This is an optimization exercise on Yosys and OpenROAD, whose aim is small area, not a production implementation. Function was checked by simulation only, so behaviour that the tests miss may differ from the original. Power and IR drop assume default switching activity.

==> flow/design.v <==
module dmem_bit_next (
   input  logic q,
   input  logic wen,
   input  logic dn,
   output logic d
);
   assign d = wen ? q : ~dn;
endmodule
module dmem_rd_aoi3 (
   input  logic a0, s0, a1, s1, a2, s2,
   output logic y
);
   assign y = ~((a0 & s0) | (a1 & s1) | (a2 & s2));
endmodule
module dmem_cap_next (
   input  logic a,
   input  logic ld,
   input  logic q,
   input  logic hold,
   output logic d
);
   assign d = (a & ld) | (q & hold);
endmodule
module dmem_responder #(
   parameter int          DEPTH = 64,
   parameter int          AW    = 6,
   parameter logic [31:0] BASE  = 32'h0000_0000
) (
   input  logic        clock,
   input  logic        reset,
   input  logic        dmemwena,
   input  logic        dmemrena,
   input  logic [31:0] aluout,
   input  logic [31:0] dmemdata,
   input  logic [1:0]  wbh,
   input  logic        wbh_fh,
   input  logic        err_clr,
   output logic [31:0] dmemout,
   output logic        err,
   output logic [31:0] err_addr,
   output logic [1:0]  err_code,
   output logic [15:0] st_count
);
   localparam logic [31:0] SPAN = 32'(DEPTH * 4);
   localparam int          NG   = (DEPTH + 2) / 3;    
   localparam int          VG   = 4;                  
   localparam int          VB   = 2;                  
   localparam int          NV   = DEPTH / VG;
   localparam logic [1:0] SZ_WORD = 2'b00;
   localparam logic [1:0] SZ_HALF = 2'b01;
   localparam logic [1:0] SZ_BYTE = 2'b10;
   localparam logic [1:0] SZ_RSVD = 2'b11;
   localparam logic [1:0] FLT_NONE  = 2'b00;
   localparam logic [1:0] FLT_ALIGN = 2'b01;
   localparam logic [1:0] FLT_RANGE = 2'b10;
   localparam logic [1:0] FLT_SIZE  = 2'b11;
   logic [31:0]   off;
   logic          in_range;
   logic [AW-1:0] idx;
   logic [1:0]    lane;
   logic          misaligned;
   logic [1:0]    fault;
   logic [3:0]    lane_mask;
   logic [31:0]   wdata_n [VG];    
   logic [3:0]    lane_wr;         
   logic          grp_valid;       
   logic          commit;
   logic          capture;
   logic [31:0]      mem [DEPTH];    
   logic [NV-1:0]    valid;          
   logic          err_flag;
   logic [31:0]   err_addr_reg;
   logic [1:0]    err_code_reg;
   logic [15:0]   st_count_reg;
   always_comb begin
      off        = aluout - BASE;
      in_range   = (off < SPAN);
      idx        = off[AW+1:2];
      lane       = aluout[1:0];
      misaligned = ((wbh == SZ_WORD) && (lane != 2'b00)) ||
                   ((wbh == SZ_HALF) && lane[0]);
      if (wbh == SZ_RSVD)
         fault = FLT_SIZE;
      else if (!in_range)
         fault = FLT_RANGE;
      else if (misaligned)
         fault = FLT_ALIGN;
      else
         fault = FLT_NONE;
   end
   logic [31:0] st_data;
   always_comb begin
      case (wbh)
         SZ_WORD: lane_mask = 4'b1111;
         SZ_HALF: lane_mask = lane[1] ? 4'b1100 : 4'b0011;
         SZ_BYTE: lane_mask = 4'b0001 << lane;
         default: lane_mask = 4'b0000;
      endcase
      st_data[7:0]   = dmemdata[7:0];
      st_data[15:8]  = (wbh == SZ_BYTE) ? dmemdata[7:0] : dmemdata[15:8];
      st_data[23:16] = (wbh == SZ_WORD) ? dmemdata[23:16] : dmemdata[7:0];
      st_data[31:24] = (wbh == SZ_WORD) ? dmemdata[31:24] :
                       (wbh == SZ_HALF) ? dmemdata[15:8] : dmemdata[7:0];
      grp_valid = valid[idx[AW-1:VB]];
      lane_wr   = lane_mask | {4{!grp_valid}};
      for (int j = 0; j < VG; j++)
         for (int l = 0; l < 4; l++)
            wdata_n[j][8*l +: 8] = ~(st_data[8*l +: 8] &
                                     {8{lane_mask[l] && (idx[VB-1:0] == j)}});
      commit  = dmemwena && (fault == FLT_NONE);
      capture = (dmemwena || dmemrena) && (fault != FLT_NONE) &&
                (!err_flag || err_clr);
   end
   genvar w, b, k;
   generate
      for (w = 0; w < NV; w++) begin : g_grp
         always_ff @(posedge clock or posedge reset) begin
            if (reset)
               valid[w] <= 1'b0;
            else if (commit && idx[AW-1:VB] == w)
               valid[w] <= 1'b1;
         end
      end
      for (w = 0; w < DEPTH; w++) begin : g_word
         logic wsel;
         assign wsel = commit && (idx[AW-1:VB] == w / VG) &&
                       (idx[VB-1:0] == w % VG || !grp_valid);
         for (b = 0; b < 4; b++) begin : g_lane
            logic        wen;
            logic [7:0]  nxt;
            assign wen = !(wsel && lane_wr[b]);
            for (k = 0; k < 8; k++) begin : g_bit
               dmem_bit_next u_nxt (.q(mem[w][8*b+k]), .wen(wen),
                                    .dn(wdata_n[w % VG][8*b+k]), .d(nxt[k]));
            end
            always_ff @(posedge clock)
               mem[w][8*b +: 8] <= nxt;
         end
      end
   endgenerate
   logic [DEPTH-1:0] rsel;
   logic [31:0] word_rd;
   always_comb
      for (int i = 0; i < DEPTH; i++)
         rsel[i] = (idx == i) && valid[i / VG];
   generate
      for (b = 0; b < 32; b++) begin : g_rd
         logic [NG-1:0] part_n;
         for (k = 0; k < NG; k++) begin : g_slice
            if (3*k + 2 < DEPTH) begin : g_full
               dmem_rd_aoi3 u_aoi (
                  .a0(mem[3*k][b]),   .s0(rsel[3*k]),
                  .a1(mem[3*k+1][b]), .s1(rsel[3*k+1]),
                  .a2(mem[3*k+2][b]), .s2(rsel[3*k+2]),
                  .y(part_n[k]));
            end else if (3*k + 1 < DEPTH) begin : g_two
               assign part_n[k] = ~((mem[3*k][b] & rsel[3*k]) | (mem[3*k+1][b] & rsel[3*k+1]));
            end else begin : g_one
               assign part_n[k] = ~(mem[3*k][b] & rsel[3*k]);
            end
         end
         assign word_rd[b] = ~&part_n;
      end
   endgenerate
   logic [15:0] half_sel;
   logic [7:0]  byte_sel;
   logic [31:0] load_data;
   always_comb begin
      half_sel  = lane[1] ? word_rd[31:16] : word_rd[15:0];
      byte_sel  = word_rd[8*lane +: 8];
      load_data = 32'h0;
      if (fault == FLT_NONE) begin
         case (wbh)
            SZ_WORD: load_data = word_rd;
            SZ_HALF: load_data = {{16{wbh_fh & half_sel[15]}}, half_sel};
            SZ_BYTE: load_data = {{24{wbh_fh & byte_sel[7]}}, byte_sel};
            default: load_data = 32'h0;
         endcase
      end
   end
   always_ff @(posedge clock or posedge reset) begin
      if (reset)
         st_count_reg <= 16'h0;
      else if (commit && st_count_reg != 16'hFFFF)
         st_count_reg <= st_count_reg + 16'd1;
   end
   logic        cap_hold;
   logic [34:0] cap_d, cap_a, cap_q;
   assign cap_hold = !capture && !err_clr;
   assign cap_a    = {1'b1, fault, aluout};
   assign cap_q    = {err_flag, err_code_reg, err_addr_reg};
   generate
      for (b = 0; b < 35; b++) begin : g_cap
         dmem_cap_next u_cap (
            .a(cap_a[b]), .ld(capture),
            .q(cap_q[b]), .hold(cap_hold),
            .d(cap_d[b]));
      end
   endgenerate
   always_ff @(posedge clock or posedge reset) begin
      if (reset) begin
         err_flag     <= 1'b0;
         err_addr_reg <= 32'h0;
         err_code_reg <= 2'b00;
      end else begin
         {err_flag, err_code_reg, err_addr_reg} <= cap_d;
      end
   end
   assign dmemout  = load_data;
   assign err      = err_flag;
   assign err_addr = err_addr_reg;
   assign err_code = err_code_reg;
   assign st_count = st_count_reg;
endmodule
==> flow/flow/run.sh <==
#!/bin/bash
set -euo pipefail
cd "$(dirname "$0")/.."
CTS="-sink_clustering_enable -repair_clock_nets -dont_use_dummy_load -sink_clustering_size 17 -sink_clustering_max_diameter 80 -buf_list {sky130_fd_sc_hd__clkbuf_8}"
bash standard.sh "CTS_ARGS=$CTS" "BUFFER_PORTS_ARGS=-buffer_cell sky130_fd_sc_hd__buf_1" finish > standard.log 2>&1
==> flow/standard.sh <==
#!/bin/bash
# synth_recipe.tcl (not shown) runs the flow's synth.tcl, then flattens the netlist and writes it again
# the make line also repeats each setting of config.mk as NAME=value (left out here)
make -C /OpenROAD-flow-scripts/flow DESIGN_CONFIG=/design/flow/config.mk WORK_HOME=/design/flow/orfs CLKGATE_MAP_FILE= SYNTH_SCRIPT=/design/flow/synth_recipe.tcl "${@:-finish}"
==> flow/config.mk <==
export PLATFORM = sky130hd
export DESIGN_NAME = dmem_responder
export DESIGN_NICKNAME = dmem_responder
export VERILOG_FILES = /design/flow/design.v
export SDC_FILE = /design/flow/constraint.sdc
export NUM_CORES = 4
export LEC_CHECK = 0
export CAP_MARGIN = 20
export CORE_MARGIN = 2
export CORE_UTILIZATION = 65
export PLACE_DENSITY = 0.75
export SLEW_MARGIN = 20
export SYNTH_HIERARCHICAL = 1
export SYNTH_MINIMUM_KEEP_SIZE = 0
==> flow/constraint.sdc <==
create_clock -name core_clock -period 10.0 [get_ports {clock}]
set_input_delay 2.0000 -clock core_clock [delete_from_list [all_inputs] [get_ports {clock}]]
set_output_delay 2.0000 -clock core_clock [all_outputs]
set_load 0.01 [all_outputs]
==> run notes <==
-- per-layer routing --
layer / share of wire [%] / wire (um)
met5: 0.092 / 282
met2: 39 / 121000
met4: 9.2 / 28100
met1: 35 / 107000
met3: 17 / 50600
-- power groups by stage --
stage	sequential (W)	clock, W	combinational, W
finish	0.00845	0.00387	0.000380
global route	0.00845	0.00415	0.000365
CTS	0.00845	0.00384	0.000345
detailed placement	0.00864	0	0.000344
global placement	0.00864	0	0.000341
floorplan	0.00865	0	0.000126
-- per-module statistics from Yosys (local to each module, per instance) --
module,flip-flops and latches,cell area (um2),cells inside,times used
dmem_bit_next,0,8.76,2,2048
dmem_cap_next,0,8.76,1,35
dmem_rd_aoi3,0,10.0,1,672
dmem_responder,2115,48900,3306,1
-- final timing paths --
path                               endpoint  slack (ns)   startpoint  depth (start not counted)
max                              dmemout[0]        0.87    aluout[6]                         12
min                             mem[10][13]        0.45  mem[10][13]                          2
max reg2reg                       mem[4][6]        6.15    valid[15]                          7
min reg2reg                     mem[10][13]        0.45  mem[10][13]                          2
max in group asynchronous   err_addr_reg[3]        7.89        reset                          3
min in group asynchronous  st_count_reg[15]        1.06        reset                          2
-- synthesized netlist by cell type (7+ instances only) --
master	n	share of area (%)
nor4_1	22	0.19
nor2b_1	9	0.076
or4_1	17	0.17
dfxtp_1	2048	56
nor3_1	7	0.047
o21ai_1	2051	14
xor2_1	12	0.14
buf_2	26	0.18
a2111o_1	15	0.23
clkbuf_1	22	0.11
nand4_1	135	1.1
buf_4	14	0.14
nand2_1	2520	13
o21a_1	28	0.28
o21ai_0	16	0.11
dfrtp_1	67	2.3
and2_1	9	0.076
nand3_1	74	0.50
or2_2	49	0.42
a21oi_1	17	0.12
mux2i_1	16	0.22
a222oi_1	672	9.1
nor2_1	125	0.64
nand2b_1	10	0.085
a22o_1	41	0.49
inv_1	7	0.036
-- stage by stage --
stage / util, % / std cells / power, W
CTS: 70.8 / 9980 / 0.0126
detailed placement: 69.0 / 9838 / 0.00899
finish: 71.0 / 10000 / 0.0127
global route: 71.0 / 9993 / 0.0130
global placement: 68.8 / 9830 / 0.00898
floorplan: - / 8109 / 0.00877
-- layout make-up --
type                    instances  area share [%]
clock buffers                 142            2.44
multi-input cells            5920            39.3
diodes                         15          0.0469
inverters                       8          0.0375
well taps                    1500            2.35
flip-flops and latches       2115            53.4
repair buffers                304            2.48
-- worst min-delay path, delay by kind of cell, from the launching register on --
family / cells / cell delay (ns)
AOI/OAI and AO/OA: 1 / 0.05
DFF: 1 / 0.32
and+or+nand+nor: 1 / 0.05
-- cells by family after synthesis --
kind of cell,Yosys count
mux,22
other cells,1
buf+inv,74
fa+ha+maj,1
simple gates,2998
compound gates,2883
xor+xnor,15
flops,2115
==> run notes <==
status timing/DRC/antenna clean; Period minus WS final 9.13 ns; initial core utilization 65.6%; die span in x between 300 and 400 um; post-synthesis register bit count 2115; Pleak 25.5 nW; clk sinks 2115; Worst Path Required 8.00 ns; final setup violation count 0; max reg flops 2048; M2 GR Usage 71.6%; FF+latch area roughly 43000 um2; CP Buf/Inv Count 2; global-route wire length before repair 431 mm; sequential fraction of the synthesis area 57.8%; vias in the first global route 64200; layout cells sized above 1 5.42%; RSZ-0062 raised after global routing no; Critical Path Max Stage Delay 0.84 ns; Post-DRT Antenna Nets 0; Synth Area in XOR/XNOR 0.178%; CTS clk-pin slew, worst paths 0.10 ns; Synth Area per Inst 9.11 um2; Setup Skew a little under 0.07 ns; Multi-input gate area approximately 31000 um2; DRT iter0 DRCs between 10000 and 15000; Layout fillers 9055; Power Density around 160 nW/um2; critical path cell sequence buf_1, nor2b_1, nand2_1, nor2_4, a222oi_1, nand4_1, nor4_1, nand2_1, o221ai_1, o21ai_0, and2_1, buf_1; Design Area, Final 80000 um2; CP Launch Type input pin; commonest non-fill, non-tap cell in the layout nand2_1; htree depth 4; Die H 341 um; # rows 123; gr ovfl total 0; Critical-path top delay cell nor4_1; Ys Warns 11; CTS buffer count roughly 140; power share of the clock group 30.5%; VDD IR max 0.151 mV; busiest grt layer met2; IO Count 155; Slew @ Worst Pin 1.33 ns; Area growth syn-to-layout 8.31%; Post-CTS Setup Inserts 0; Vias/cell 7.10; max-cap violation count 0; clk root buf clkbuf_8; async set or reset register ratio after synthesis approximately 3.2%; post-synthesis mux area share less than 1%; Synth Area in Simple Gates 16.4%; maximum clock rate between 100 and 150 MHz; Detailed Routing Iterations Pass 1 21; GP Congestion 1.04; Final Cycle Share 91.3%; number of synthesized flops with an enable pin 0; WP data arrival 7.13 ns; Top Family by Delay on Critical Path simple AND/OR/NAND/NOR gates; max-slew violations 0; hold_buf cts 0; Total Neg Setup Slack 0 ns; Comb pwr share under 10%; CTS max path bufs 3; Avg WL per Cell 30.7 um; Top FF cell, synth dfxtp_1; Buffers on Ports 154; syn_nets 8182; sequential share of power between 60% and 70%; Synth Cell Area 73800 um2; post-cts repair resize count 0; Adder-Cell Fraction of Synth Area less than 1%; Crit Path Category input pin to output port; Post-Synthesis Cells 8109; Distinct cells, synth 60; vias 71000; largest net degree at the start of global routing 52; worst slack at placement about 1.4 ns; Routed WL 307 mm; Core Box Area 113000 um2; Hold Slack ~0.45 ns; DIE AREA approximately 120000 um2; Clk Latency, worst-skew pair slightly above 0.9 ns; Setup WS post-layout slightly below 0.9 ns; most frequent cells in the layout nand2_1 (2514), o21ai_1 (2051), dfxtp_1 (2048); total track usage 50.9%; Switch Pwr 0.00292 W; compound-gate portion of the synthesized area 24.7%; TritonCTS clock tree done; fin nets about 8600; M1 GR Usage 63.2%; Switching Fraction 23.0%; Slew headroom between 10% and 20%; Placed Area 77800 um2; largest family of logic cells by synthesized area compound AO/OA/AOI/OAI gates; Internal Power 0.00978 W; met3 Usage GRT between 20% and 30%; Residual DRC 0; initial antenna violation count 21; Hold/Removal Path Class flop to flop; nature of the critical path endpoint output port; Final Hold Fails 0; post-DP HPWL 201 mm; CP max FO 32

==> re-timing with driven ports <==
The flow's constraints put no driver on any port. The routed layout listed below was extracted and timed again, unchanged, in two steps. Step 1 (the two cells are an assumption about what drives the block):
set clk [get_ports {clock}]
set_driving_cell -lib_cell sky130_fd_sc_hd__clkbuf_16 $clk
set_driving_cell -lib_cell sky130_fd_sc_hd__buf_2 [delete_from_list [all_inputs] $clk]
Step 2 times the ports against the registers' clock, not the clock port: input delays grow and output delays shrink by t, the midpoint of the rising clock arrivals with the driver on. a / b / c = ideal / step 1 / step 2; a / b = the first two.
shift t [ns]: 0.970
setup WS [ns]: 0.867 / 0.842 / 0.842
clock arrival spread, ns: 0.076 / 0.075
worst data-port slew with drivers (ns): 0.16
pins driven straight from the clock port: 1
After both steps this run still meets setup and hold. The setup slack of this run moves by -0.025 ns with the drivers and by -0.025 ns with both steps.
